This design comes from an exercise in tuning for small area and few clock cycles per item on the open sky130 flow, not from production work. No run shown here included a check of the RTL's function; only the layout flow was run.

<file path="flow/design.v">
package srgbxy_pkg;
  localparam int LIN_W  = 16;
  localparam int COEF_W = 20;
  localparam int PROD_W = LIN_W + COEF_W;
  localparam int SUM_W  = 38;
  localparam int OUT_W  = 16;
  localparam longint unsigned COEF_SCALE = 64'd1048576;
  localparam longint unsigned COEF_HALF  = 64'd500000;
  localparam longint unsigned COEF_DEN   = 64'd1000000;
  typedef logic [LIN_W-1:0]  lin_t;
  typedef logic [COEF_W-1:0] coef_t;
  typedef logic [PROD_W-1:0] prod_t;
  typedef logic [SUM_W-1:0]  sum_t;
  localparam coef_t M00 = coef_t'((64'd664511 * COEF_SCALE + COEF_HALF) / COEF_DEN);
  localparam coef_t M01 = coef_t'((64'd154324 * COEF_SCALE + COEF_HALF) / COEF_DEN);
  localparam coef_t M02 = coef_t'((64'd162028 * COEF_SCALE + COEF_HALF) / COEF_DEN);
  localparam coef_t M10 = coef_t'((64'd283881 * COEF_SCALE + COEF_HALF) / COEF_DEN);
  localparam coef_t M11 = coef_t'((64'd668433 * COEF_SCALE + COEF_HALF) / COEF_DEN);
  localparam coef_t M12 = coef_t'((64'd47685  * COEF_SCALE + COEF_HALF) / COEF_DEN);
  localparam coef_t M20 = coef_t'((64'd88     * COEF_SCALE + COEF_HALF) / COEF_DEN);
  localparam coef_t M21 = coef_t'((64'd72310  * COEF_SCALE + COEF_HALF) / COEF_DEN);
  localparam coef_t M22 = coef_t'((64'd986039 * COEF_SCALE + COEF_HALF) / COEF_DEN);
endpackage
module srgbxy_lin_rom (
  input  logic [7:0] code,
  output srgbxy_pkg::lin_t lin
);
  typedef srgbxy_pkg::lin_t lin_t;
  lin_t rom_data [0:255];
  initial begin
    $readmemh("srgbxy_lin.hex", rom_data);
  end
  assign lin = rom_data[code];
endmodule
module srgbxy_div (
  input  logic [40:0] a,
  input  logic [40:0] b,
  input  logic [37:0] tn,
  output logic [40:0] s,
  output logic [40:0] c,
  output logic        qneg,    
  output logic        qm1,     
  output logic        qm2      
);
  logic signed [6:0] est;
  logic signed [6:0] t2, t1, t0, tm1;
  logic              ge2, ge1, ge0, gem1;
  logic [40:0]       mag, op;
  logic [40:0]       tn1, tn2;
  assign est = a[40:34] + b[40:34];
  always_comb begin
    case (tn[36:34])
      3'd0:    begin t2 = 7'sd12; t1 = 7'sd4; t0 = -7'sd4; tm1 = -7'sd13; end
      3'd1:    begin t2 = 7'sd14; t1 = 7'sd4; t0 = -7'sd6; tm1 = -7'sd15; end
      3'd2:    begin t2 = 7'sd15; t1 = 7'sd4; t0 = -7'sd6; tm1 = -7'sd16; end
      3'd3:    begin t2 = 7'sd16; t1 = 7'sd4; t0 = -7'sd6; tm1 = -7'sd18; end
      3'd4:    begin t2 = 7'sd18; t1 = 7'sd6; t0 = -7'sd8; tm1 = -7'sd20; end
      3'd5:    begin t2 = 7'sd20; t1 = 7'sd6; t0 = -7'sd8; tm1 = -7'sd20; end
      3'd6:    begin t2 = 7'sd20; t1 = 7'sd8; t0 = -7'sd8; tm1 = -7'sd22; end
      default: begin t2 = 7'sd24; t1 = 7'sd8; t0 = -7'sd8; tm1 = -7'sd24; end
    endcase
  end
  assign ge2  = est >= t2;
  assign ge1  = est >= t1;
  assign ge0  = est >= t0;
  assign gem1 = est >= tm1;
  assign qneg = ~ge0;
  assign qm2  = ge2 | ~gem1;
  assign qm1  = (ge1 & ~ge2) | (gem1 & ~ge0);
  assign tn1 = {3'b000, tn};
  assign tn2 = {2'b00, tn, 1'b0};
  assign mag = ({41{qm1}} & tn1) | ({41{qm2}} & tn2);
  assign op  = mag ^ {41{ge1}};
  assign s = a ^ b ^ op;
  assign c = {(a[39:0] & b[39:0]) | (a[39:0] & op[39:0]) | (b[39:0] & op[39:0]), ge1};
endmodule
module srgb_to_xy_chromaticity #(
  parameter int COMPONENT_BITS  = 8,
  parameter int COORD_FRAC_BITS = 16
) (
  input  logic                      clk,
  input  logic                      rst,
  input  logic                      in_valid,
  output logic                      in_ready,
  input  logic [COMPONENT_BITS-1:0] red,
  input  logic [COMPONENT_BITS-1:0] green,
  input  logic [COMPONENT_BITS-1:0] blue,
  output logic                      out_valid,
  input  logic                      out_ready,
  output logic [srgbxy_pkg::OUT_W-1:0] chroma_x,
  output logic [srgbxy_pkg::OUT_W-1:0] chroma_y,
  output logic                      black_input
);
  localparam logic [7:0] REGS = 8'b1010_1010;
  logic        recirc, in_order, take, skip;
  logic        fin_v, fin_head, fin_blk;
  logic [23:0] fin_pix;
  logic [15:0] fin_x, fin_y;
  assign in_order = ~skip | fin_head;
  assign take     = fin_v & in_order & (~out_valid | out_ready);
  assign recirc   = fin_v & ~take;
  assign in_ready = ~recirc & ~skip;
  always_ff @(posedge clk) begin
    if (rst) begin
      skip <= 1'b0;
    end else if (fin_v) begin
      skip <= recirc;
    end
  end
  always_ff @(posedge clk) begin
    if (rst) begin
      out_valid <= 1'b0;
    end else if (take) begin
      out_valid <= 1'b1;
    end else if (out_ready) begin
      out_valid <= 1'b0;
    end
  end
  always_ff @(posedge clk) begin
    if (take) begin
      chroma_x    <= fin_x;
      chroma_y    <= fin_y;
      black_input <= fin_blk;
    end
  end
  logic [23:0] pix0;
  logic        v0, head0;
  logic [15:0] l0_r, l0_g, l0_b, l0_or;
  logic [3:0]  s0;
  assign pix0  = recirc ? fin_pix : {red, green, blue};
  assign v0    = recirc | (in_valid & ~skip);
  assign head0 = recirc & in_order;
  srgbxy_lin_rom u_lin_r (.code(pix0[23:16]), .lin(l0_r));
  srgbxy_lin_rom u_lin_g (.code(pix0[15:8]),  .lin(l0_g));
  srgbxy_lin_rom u_lin_b (.code(pix0[7:0]),   .lin(l0_b));
  assign l0_or = l0_r | l0_g | l0_b;
  always_comb begin
    s0 = 4'd15;
    for (int k = 0; k < 16; k++) begin
      if (l0_or[k]) s0 = 4'(15 - k);
    end
  end
  logic [15:0] r1_r, r1_g, r1_b;
  logic [3:0]  r1_s0;
  logic        r1_blk, r1_v, r1_head;
  logic [23:0] r1_pix;
  always_ff @(posedge clk) begin
    r1_r   <= l0_r << s0;
    r1_g   <= l0_g << s0;
    r1_b   <= l0_b << s0;
    r1_s0  <= s0;
    r1_blk <= l0_or == 16'd0;
    r1_pix <= pix0;
    r1_head <= head0;
  end
  always_ff @(posedge clk) begin
    if (rst) r1_v <= 1'b0;
    else     r1_v <= v0;
  end
  logic [15:0] m1_r, m1_g, m1_b;
  logic [17:0] m3_r, m3_g, m3_b;
  logic [18:0] m5_r, m5_g, m5_b;
  logic [18:0] m7_r, m7_g, m7_b;
  logic [40:0] xs1, ys1, ts1;
  assign m1_r = r1_r;
  assign m1_g = r1_g;
  assign m1_b = r1_b;
  assign m3_r = 18'(r1_r) + 18'({r1_r, 1'b0});
  assign m3_g = 18'(r1_g) + 18'({r1_g, 1'b0});
  assign m3_b = 18'(r1_b) + 18'({r1_b, 1'b0});
  assign m5_r = 19'(r1_r) + 19'({r1_r, 2'b0});
  assign m5_g = 19'(r1_g) + 19'({r1_g, 2'b0});
  assign m5_b = 19'(r1_b) + 19'({r1_b, 2'b0});
  assign m7_r = 19'({r1_r, 3'b0}) - 19'(r1_r);
  assign m7_g = 19'({r1_g, 3'b0}) - 19'(r1_g);
  assign m7_b = 19'({r1_b, 3'b0}) - 19'(r1_b);
  assign xs1 = 41'(41'({~m1_r}) + 41'({m3_r, 5'd0}) + 41'({~m3_r, 9'd0}) + 41'({~m5_r, 13'd0}) + 41'({m7_r, 18'd0}) + 41'({~m1_g, 1'd0}) + 41'({~m7_g, 6'd0}) + 41'({~m7_g, 12'd0}) + 41'({~m1_g, 18'd0}) + 41'({~m1_b}) + 41'({~m1_b, 5'd0}) + 41'({~m3_b, 8'd0}) + 41'({~m3_b, 14'd0}) + 41'({~m1_b, 19'd0}) + 41'h1f171e87364);
  assign ys1 = 41'(41'({~m1_r}) + 41'({~m7_r, 2'd0}) + 41'({~m7_r, 6'd0}) + 41'({m3_r, 16'd0}) + 41'({~m3_g, 1'd0}) + 41'({m7_g, 4'd0}) + 41'({m5_g, 8'd0}) + 41'({m7_g, 12'd0}) + 41'({m7_g, 18'd0}) + 41'({~m1_b}) + 41'({~m1_b, 3'd0}) + 41'({~m1_b, 7'd0}) + 41'({~m5_b, 10'd0}) + 41'({~m1_b, 20'd0}) + 41'h1efdd5e04d0);
  assign ts1 = 41'(41'({~m7_r}) + 41'({m1_r, 8'd0}) + 41'({m3_r, 10'd0}) + 41'({~m7_r, 13'd0}) + 41'({m1_r, 20'd0}) + 41'({m1_g, 1'd0}) + 41'({m3_g, 4'd0}) + 41'({m1_g, 9'd0}) + 41'({m5_g, 12'd0}) + 41'({m7_g, 17'd0}) + 41'(m1_b) + 41'({m3_b, 2'd0}) + 41'({m7_b, 6'd0}) + 41'({~m7_b, 13'd0}) + 41'({m5_b, 18'd0}) + 41'h1fdfff84001);
  logic [39:0] r2_x, r2_y;
  logic [37:0] r2_t;
  logic [3:0]  r2_s0;
  logic        r2_blk, r2_v, r2_head;
  logic [23:0] r2_pix;
  always_ff @(posedge clk) begin
    r2_x    <= xs1[39:0];
    r2_y    <= ys1[39:0];
    r2_t    <= ts1[37:0];
    r2_s0   <= r1_s0;
    r2_blk  <= r1_blk;
    r2_pix  <= r1_pix;
    r2_head <= r1_head;
  end
  always_ff @(posedge clk) begin
    if (rst) r2_v <= 1'b0;
    else     r2_v <= r1_v;
  end
  logic [1:0]  s1;
  logic [37:0] tn2;
  logic [40:0] xn2, yn2;
  logic [4:0]  sh2;
  always_comb begin
    if (r2_t[37])      s1 = 2'd0;
    else if (r2_t[36]) s1 = 2'd1;
    else if (r2_t[35]) s1 = 2'd2;
    else               s1 = 2'd3;
  end
  assign tn2 = r2_t << s1;
  assign xn2 = {r2_x[39], r2_x} << s1;
  assign yn2 = {r2_y[39], r2_y} << s1;
  assign sh2 = 5'(r2_s0) + 5'(s1);
  for (genvar j = 0; j <= 8; j++) begin : g_pt
    logic [40:0] sx, cx, sy, cy;    
    logic [37:0] tn;
    logic [4:0]  sh;
    logic [23:0] dx, dy;            
    logic        blk, v, head;
    logic [23:0] pix;
  end
  assign g_pt[0].sx   = xn2;
  assign g_pt[0].cx   = '0;
  assign g_pt[0].sy   = yn2;
  assign g_pt[0].cy   = '0;
  assign g_pt[0].tn   = tn2;
  assign g_pt[0].sh   = sh2;
  assign g_pt[0].dx   = '0;
  assign g_pt[0].dy   = '0;
  assign g_pt[0].blk  = r2_blk;
  assign g_pt[0].v    = r2_v;
  assign g_pt[0].head = r2_head;
  assign g_pt[0].pix  = r2_pix;
  for (genvar j = 0; j < 8; j++) begin : g_step
    logic [1:0]  inj;
    logic [40:0] ax, bx, ay, by;
    logic [40:0] sx, cx, sy, cy;
    logic        nx, m1x, m2x, ny, m1y, m2y;
    logic [23:0] dx, dy;
    assign inj[1] = g_pt[j].tn[16-2*j] & (g_pt[j].sh != 5'(16-2*j));
    assign inj[0] = g_pt[j].tn[15-2*j] & (g_pt[j].sh != 5'(15-2*j));
    if (j == 0) begin : g_first
      assign ax = g_pt[0].sx;
      assign bx = {18'd0, g_pt[0].tn[37:17], inj};
      assign ay = g_pt[0].sy;
      assign by = {18'd0, g_pt[0].tn[37:17], inj};
    end else begin : g_next
      assign ax = {g_pt[j].sx[38:0], inj};
      assign bx = {g_pt[j].cx[38:0], 2'b00};
      assign ay = {g_pt[j].sy[38:0], inj};
      assign by = {g_pt[j].cy[38:0], 2'b00};
    end
    srgbxy_div u_x (.a(ax), .b(bx), .tn(g_pt[j].tn), .s(sx), .c(cx),
                    .qneg(nx), .qm1(m1x), .qm2(m2x));
    srgbxy_div u_y (.a(ay), .b(by), .tn(g_pt[j].tn), .s(sy), .c(cy),
                    .qneg(ny), .qm1(m1y), .qm2(m2y));
    always_comb begin
      dx = g_pt[j].dx;
      dy = g_pt[j].dy;
      dx[3*(7-j) +: 3] = {nx, m2x, m1x};
      dy[3*(7-j) +: 3] = {ny, m2y, m1y};
    end
    if (REGS[j]) begin : g_reg
      always_ff @(posedge clk) begin
        g_pt[j+1].sx   <= sx;
        g_pt[j+1].cx   <= cx;
        g_pt[j+1].sy   <= sy;
        g_pt[j+1].cy   <= cy;
        g_pt[j+1].tn   <= g_pt[j].tn;
        g_pt[j+1].sh   <= g_pt[j].sh;
        g_pt[j+1].dx   <= dx;
        g_pt[j+1].dy   <= dy;
        g_pt[j+1].blk  <= g_pt[j].blk;
        g_pt[j+1].head <= g_pt[j].head;
        g_pt[j+1].pix  <= g_pt[j].pix;
      end
      always_ff @(posedge clk) begin
        if (rst) g_pt[j+1].v <= 1'b0;
        else     g_pt[j+1].v <= g_pt[j].v;
      end
    end else begin : g_wire
      assign g_pt[j+1].sx   = sx;
      assign g_pt[j+1].cx   = cx;
      assign g_pt[j+1].sy   = sy;
      assign g_pt[j+1].cy   = cy;
      assign g_pt[j+1].tn   = g_pt[j].tn;
      assign g_pt[j+1].sh   = g_pt[j].sh;
      assign g_pt[j+1].dx   = dx;
      assign g_pt[j+1].dy   = dy;
      assign g_pt[j+1].blk  = g_pt[j].blk;
      assign g_pt[j+1].v    = g_pt[j].v;
      assign g_pt[j+1].head = g_pt[j].head;
      assign g_pt[j+1].pix  = g_pt[j].pix;
    end
  end
  logic [40:0] rx, ry;
  logic [15:0] px, nx_, py, ny_;
  assign rx = g_pt[8].sx + g_pt[8].cx;
  assign ry = g_pt[8].sy + g_pt[8].cy;
  always_comb begin
    for (int k = 0; k < 8; k++) begin
      px[2*k +: 2]  = g_pt[8].dx[3*k+2] ? 2'b00 : g_pt[8].dx[3*k +: 2];
      nx_[2*k +: 2] = g_pt[8].dx[3*k+2] ? g_pt[8].dx[3*k +: 2] : 2'b00;
      py[2*k +: 2]  = g_pt[8].dy[3*k+2] ? 2'b00 : g_pt[8].dy[3*k +: 2];
      ny_[2*k +: 2] = g_pt[8].dy[3*k+2] ? g_pt[8].dy[3*k +: 2] : 2'b00;
    end
  end
  assign fin_x    = g_pt[8].blk ? 16'd0 : 16'(px - nx_ + 16'h4000 - 16'(rx[40]));
  assign fin_y    = g_pt[8].blk ? 16'd0 : 16'(py - ny_ + 16'h4000 - 16'(ry[40]));
  assign fin_blk  = g_pt[8].blk;
  assign fin_v    = g_pt[8].v;
  assign fin_head = g_pt[8].head;
  assign fin_pix  = g_pt[8].pix;
endmodule
</file>
<file path="flow/srgbxy_lin.hex">
0000
0014
0028
003c
0050
0063
0077
008b
009f
00b3
00c7
00db
00f1
0108
0120
0139
0154
016f
018c
01ab
01ca
01eb
020e
0232
0257
027d
02a5
02ce
02f9
0325
0353
0382
03b3
03e5
0418
044d
0484
04bc
04f6
0532
056f
05ad
05ed
062f
0673
06b8
06ff
0747
0791
07dd
082a
087a
08ca
091d
0972
09c8
0a20
0a79
0ad5
0b32
0b91
0bf2
0c55
0cba
0d20
0d88
0df2
0e5e
0ecc
0f3c
0fae
1021
1097
110e
1188
1203
1280
1300
1381
1404
1489
1510
159a
1625
16b2
1741
17d3
1866
18fb
1993
1a2d
1ac8
1b66
1c06
1ca8
1d4c
1df2
1e9a
1f44
1ff1
20a0
2151
2204
22b9
2370
242a
24e6
25a4
2664
2726
27eb
28b2
297b
2a46
2b14
2be4
2cb6
2d8a
2e61
2f3a
3015
30f3
31d2
32b5
3399
3480
3569
3655
3743
3833
3925
3a1a
3b12
3c0c
3d08
3e06
3f07
400a
4110
4218
4323
4430
453f
4651
4766
487c
4996
4ab1
4bd0
4cf0
4e14
4f39
5062
518c
52ba
53e9
551c
5650
5788
58c2
59fe
5b3d
5c7f
5dc3
5f09
6053
619f
62ed
643e
6592
66e8
6841
699c
6afb
6c5b
6dbf
6f25
708d
71f9
7367
74d7
764b
77c1
7939
7ab5
7c33
7db4
7f37
80bd
8246
83d2
8560
86f1
8885
8a1b
8bb5
8d51
8eef
9091
9235
93dc
9586
9733
98e2
9a94
9c49
9e01
9fbc
a179
a33a
a4fd
a6c3
a88b
aa57
ac25
adf6
afcb
b1a2
b37b
b558
b738
b91a
baff
bce8
bed3
c0c1
c2b2
c4a6
c69c
c896
ca93
cc92
ce94
d09a
d2a2
d4ad
d6bc
d8cd
dae1
dcf8
df12
e12f
e34f
e572
e798
e9c1
ebed
ee1c
f04e
f283
f4bb
f6f6
f934
fb75
fdb9
ffff
</file>
<file path="flow/run.sh">
#!/bin/bash
# synth_recipe.tcl (not shown) runs the flow's synth.tcl, then flattens the netlist and writes it again
# the make line also repeats each setting of config.mk as NAME=value (left out here)
make -C /OpenROAD-flow-scripts/flow DESIGN_CONFIG=/design/flow/config.mk WORK_HOME=/design/flow/orfs CLKGATE_MAP_FILE= SYNTH_SCRIPT=/design/flow/synth_recipe.tcl finish
</file>
<file path="flow/config.mk">
export PLATFORM = sky130hd
export DESIGN_NAME = srgb_to_xy_chromaticity
export DESIGN_NICKNAME = srgb_to_xy_chromaticity
export VERILOG_FILES = /design/flow/design.v
export SDC_FILE = /design/flow/constraint.sdc
export NUM_CORES = 8
export LEC_CHECK = 0
export CAP_MARGIN = 20
export CORE_MARGIN = 2
export CORE_UTILIZATION = 40
export SLEW_MARGIN = 20
</file>
<file path="flow/constraint.sdc">
create_clock -name core_clock -period 8.0 [get_ports {clk}]
set_input_delay 1.6000 -clock core_clock [delete_from_list [all_inputs] [get_ports {clk}]]
set_output_delay 1.6000 -clock core_clock [all_outputs]
set_load 0.01 [all_outputs]
</file>
==> reports/metrics.csv, run 1 <==
metric;value;unit
totalNegativeSetupSlack;-2740;ps
gr-usage-met3;4.35;%
core_area;270000;um^2
end_kind;flip-flop;
share_of_the_clock_period_used_by_the_worst_path;103;%
final_antenna_net_count;0;
worst_hold_path_type;reg2reg;
final_core_utilization;48.6;%
drive_above_1_share;19.5;%
cp_max_fo;3;
grt_pass1_wl;690;mm
wl;480;mm
maxSlewHeadroom;16.9;%
synth_edf_count;33;
clock_tree.root_cell;clkbuf_16;
final_cell_count_no_fill;16037;
cts_tree;done;
use_met2;57.7;%
check-failures;negative setup slack;
drt_drc_violations_left;0;
grt_start_max_net_pins;92;
synthesis.yosys.warnings;3;
critical_path_required;8690;ps
global_route_usage_over_all_layers;34.1;%
async_reset_ff_share;0;%
postSynthRegisterBits;1250;
grt_util_met1;40.7;%
flow.area_growth_from_synthesis;21.2;%
worstSetupStartpointType;flip-flop;
firstDrtPassIters;8;
die-width;525;um
timing_hold_violations_final;0;
crit_path_frequent_cell;a21oi_2;
fmax;121;MHz
initial_utilization;40.1;%
fin_skew;108;ps
synth_top_cells_by_area;dfxtp_1 22%, fa_1 21%, ha_1 13%;
place.port_buffers;62;
cap_viol_max_count;0;
cts-htree-levels;4;
detailed_place_hpwl;395;mm
worst_skew_pair.late_latency;870;ps
fp.dieH;525;um
nNetsFinal;14576;
via_count_of_the_first_global_routing_pass;96333;
placed_cells;15670;
sequential_fraction_of_the_synthesis_area;23.4;%
synth_top_cell_area_share;22.5;%
postSynthNetCount;13308;
grt_setup_unrepaired;yes;
largest_area_contributor_in_the_netlist;dfxtp_1;
dr_total_vias;92177;
clock_sink_count;1250;
netlist-cell-type-count;105;
synthCells;11063;
setup_viol;18;
cell_at_the_slowest_stage_of_the_critical_path;fa_1;
drt-vias-per-instance;5.75;
finalWorstPathRequiredPeriod;8270;ps
floorplan.io_pins;63;
ys_dominant_reg_cell;dfxtp_1;
number_of_antenna_violations_at_the_first_check_in_global_routing;22;
number_of_slew_limit_violations_in_the_final_report;0;
floorplan_die_area;275000;um^2
outcome;failed layout checks;
detail_route.wl_per_cell;29.9;um
delay_contributed_by_the_slowest_stage_of_the_critical_path;580;ps
cts_max_path_buffers;4;
setup_ws;-275;ps
first_iter_violations;7871;
num_rows;191;
post_synth.cell_area_avg;9.80;um^2
max_slew.worst_pin.slew;1240;ps
netlist_area;108000;um^2
globalRoute.busiestLayer;met2;
cts_made_buffers;147;
worst-setup-path-type;reg2reg;
cts.reportedPaths.clkPinSlew;70;ps
routability_driven_placement_congestion_ratio;1.06;
grt_overflow;0;
timing.critical_path.arrival;8960;ps
-- cell type report --
type,count,area [um^2]
inverters,1082,4070
multi-input cells,8044,77800
repair buffers,1806,14700
diodes,26,65.1
clock inverters,68,772
flip-flops and latches,1250,25400
clock buffers,191,4160
fillers,25104,139000
well taps,3570,4470
-- worst paths after layout --
path | start | depth (start not counted) | to | slack [ps]
max | r1_g[1] | 40 | r2_y[38] | -270
min | g_pt[4].dy[17] | 0 | g_pt[6].dy[17] | 300
max reg2reg | r1_g[1] | 40 | r2_y[38] | -270
min reg2reg | g_pt[4].dy[17] | 0 | g_pt[6].dy[17] | 300
-- routing by layer --
layer / wire (um) / up-vias / part of all wire (%)
met5: 23 / - / 0.0048
met4: 37700 / 4 / 7.8
met3: 27400 / 1195 / 5.7
met2: 229000 / 3828 / 48
met1: 187000 / 46288 / 39
li1: - / 40862 / -
-- critical path, delay by kind of cell, from the launching register on --
family	cells	cell delay (ps)
AOI/OAI and AO/OA	17	2740
xor gates and xnor gates	2	310
adders and majority gates	7	3080
buffers and inverters	4	310
DFF	1	360
and+or+nand+nor	10	1320
-- cells in the mapped netlist (all sizes together), types with 132 or more instances --
master / count
buf: 269
mux2i: 333
a21o: 185
xnor2: 933
nor3: 144
nor2: 472
nand2b: 139
fa: 1119
ha: 1098
inv: 1074
o21ai: 374
a21oi: 538
clkbuf: 418
a22oi: 618
dfxtp: 1217
nor2b: 132
nand2: 471
-- state kept, by name, indices dropped and copies added (netlist names), 38 cells and up --
register / flops
g_pt.cx: 158
g_pt.cy: 158
g_pt.sx: 158
g_pt.sy: 158
g_pt.tn: 114
g_pt.pix: 96
g_pt.dx: 60
g_pt.dy: 60
r2_x: 39
r2_y: 39
r2_t: 38
-- stage by stage --
stage / cell area [um^2] / setup slack (ps) / hold WS (ps)
floorplan: 108000 / -25.7 / 310
global placement: 124000 / -1240 / 310
detailed placement: 124000 / -980 / 312
CTS: 131000 / -297 / 306
global route: 131000 / -567 / 312
finish: 131000 / -275 / 302
-- kinds of logic (layout without fill, tap and decap cells) --
logic type	Yosys count	in the layout	share of synthesized area, %
other	0	26	0
XOR/XNOR	1013	1013	8.18
buffers and inverters	1769	3147	6.57
AND/OR/NAND/NOR	1700	1700	7.43
flip-flops	1250	1250	23.4
multiplexers	388	388	3.73
adder cells (fa/ha/maj)	2217	2217	33.3
AO/OA/AOI/OAI	2726	2726	17.4
-- layout by cell type, fill, tap and decap left out, drive strengths merged, types with 127 or more instances in the layout --
cell type     n
dfxtp      1217
o21ai       374
o21bai      127
inv        1086
mux2i       333
fa         1119
xnor2       933
nor2        472
a22oi       618
clkbuf      191
nand2       471
nor3        144
buf        1744
ha         1098
nor2b       132
a21o        185
nand2b      139
a21oi       538
-- repair_timing --
item                                    in CTS  in global routing
buffers inserted                            67                 23
pin swaps                                  149                 86
hold buffers                                 0                  0
endpoints found under the setup margin     191                351
resized for setup                          209                125
==> inputs of run 2 (changes only) <==
--- a/flow/config.mk
+++ b/flow/config.mk
@@ -8,4 +8,5 @@
 export CAP_MARGIN = 20
 export CORE_MARGIN = 2
-export CORE_UTILIZATION = 40
+export CORE_UTILIZATION = 55
+export GPL_TIMING_DRIVEN = 0
 export SLEW_MARGIN = 20
==> run 2 against run 1 <==
Compared with the run above: the flow now stops in 5_1_grt; synthesized area unchanged; synthesized cell count unchanged.
==> reports/metrics.csv, run 2 <==
metric;value;unit
outcome;stopped before the end;
stop_stage;5_1_grt;
error;[ERROR GRT-0232] Routing congestion too high. Check the congestion heatmap in the GUI.;
ys_top_cells_by_count;1,217 x dfxtp_1, 1,119 x fa_1, 1,098 x ha_1, 1,052 x inv_1, 933 x xnor2_1;
clock_sink_count;1250;
place.port_buffers;59;
async_reset_ff_share;0;%
grt_start_max_net_pins;30;
cts-htree-levels;4;
worst_endpoint_kind;register input;
synth_top_cells_by_area;dfxtp_1 22%, fa_1 21%, ha_1 13%;
ys_dominant_reg_cell;dfxtp_1;
synth_edf_count;33;
synth_top_cell_area_share;22.5;%
netlist-cell-type-count;105;
num_rows;162;
place_ws;-3760;ps
synthesis.yosys.warnings;3;
netlist_area;108000;um^2
cts_max_path_buffers;3;
initial_utilization;55.5;%
global_route_usage_over_all_layers;66.0;%
clock_tree.root_cell;clkbuf_16;
routability_driven_placement_congestion_ratio;1.13;
floorplan.io_pins;63;
fp.dieH;448;um
synth_most_common_cell;dfxtp_1;
cts_made_buffers;131;
crit_endpoint;r2_t[30]$_DFF_P_/D;
postSynthRegisterBits;1250;
synthCells;11063;
postSynthNetCount;13308;
die-width;448;um
grt_overflow;7;
detailed_place_hpwl;389;mm
largest_area_contributor_in_the_netlist;dfxtp_1;
post_synth.cell_area_avg;9.80;um^2
sequential_fraction_of_the_synthesis_area;23.4;%
## run 2: repair_timing
item,in CTS
buffers inserted,323
setup endpoints to repair,769
hold buffers,0
resized for setup,1062
pin swaps,285
## run 2: logic make-up after synthesis
kind of cell,synth area share (%)
flops,23.4
mux,3.73
xor+xnor,8.18
fa+ha+maj,33.3
buf+inv,6.57
simple gates,7.43
compound gates,17.4
## run 2: per-stage QoR
step                utilization, %  std cells  instance area, um^2  hold slack (ps)
CTS                           63.9      14330               125000              292
detailed placement            58.0      13792               113000              312
global placement              57.5      13746               112000              310
floorplan                        -      11063               108000              310
## run 2: per-layer routing
metal | global-route usage, % | GRT overflow
met5 | 32.5 | 0
met2 | 78.1 | 3
met4 | 54.6 | 4
met3 | 52.5 | 0
met1 | 71.9 | 0
## run 2: worst max-delay path by stage
stage          depth (start not counted)        to  slack (ps)      start
2_1_floorplan                         35  r2_x[38]         -30    r1_g[0]
3_3_place_gp                          26  r1_r[15]       -4680  out_ready
3_5_place_dp                          28  r1_r[12]       -3760  out_ready
4_1_cts                               43  r2_y[38]        -430    r1_g[1]

==> separate check: timing with driven ports <==
The results above use ideal ports. As a check the final layout listed here was re-extracted and re-timed, cells and wires unchanged. Step 1, drivers: a clkbuf_16 drives clk and a buf_2 each remaining input, both assumed. Step 2 also shifts input and output timing later by t, the mid clock arrival at the registers, as if the neighbouring blocks saw the same clock. Slacks: ideal ports / drivers / drivers and shift; pairs: ideal ports / drivers.
run: run 1
shift t [ns]: 0.913
setup WS [ns]: -0.275 / -0.275 / -0.517
slew at the worst register clock pin (ns): 0.08 / 0.08
worst slew at a driven data input, ns: 0.30
The setup slack of run 1 moves by 0.000 ns with the drivers and by -0.242 ns with both steps.
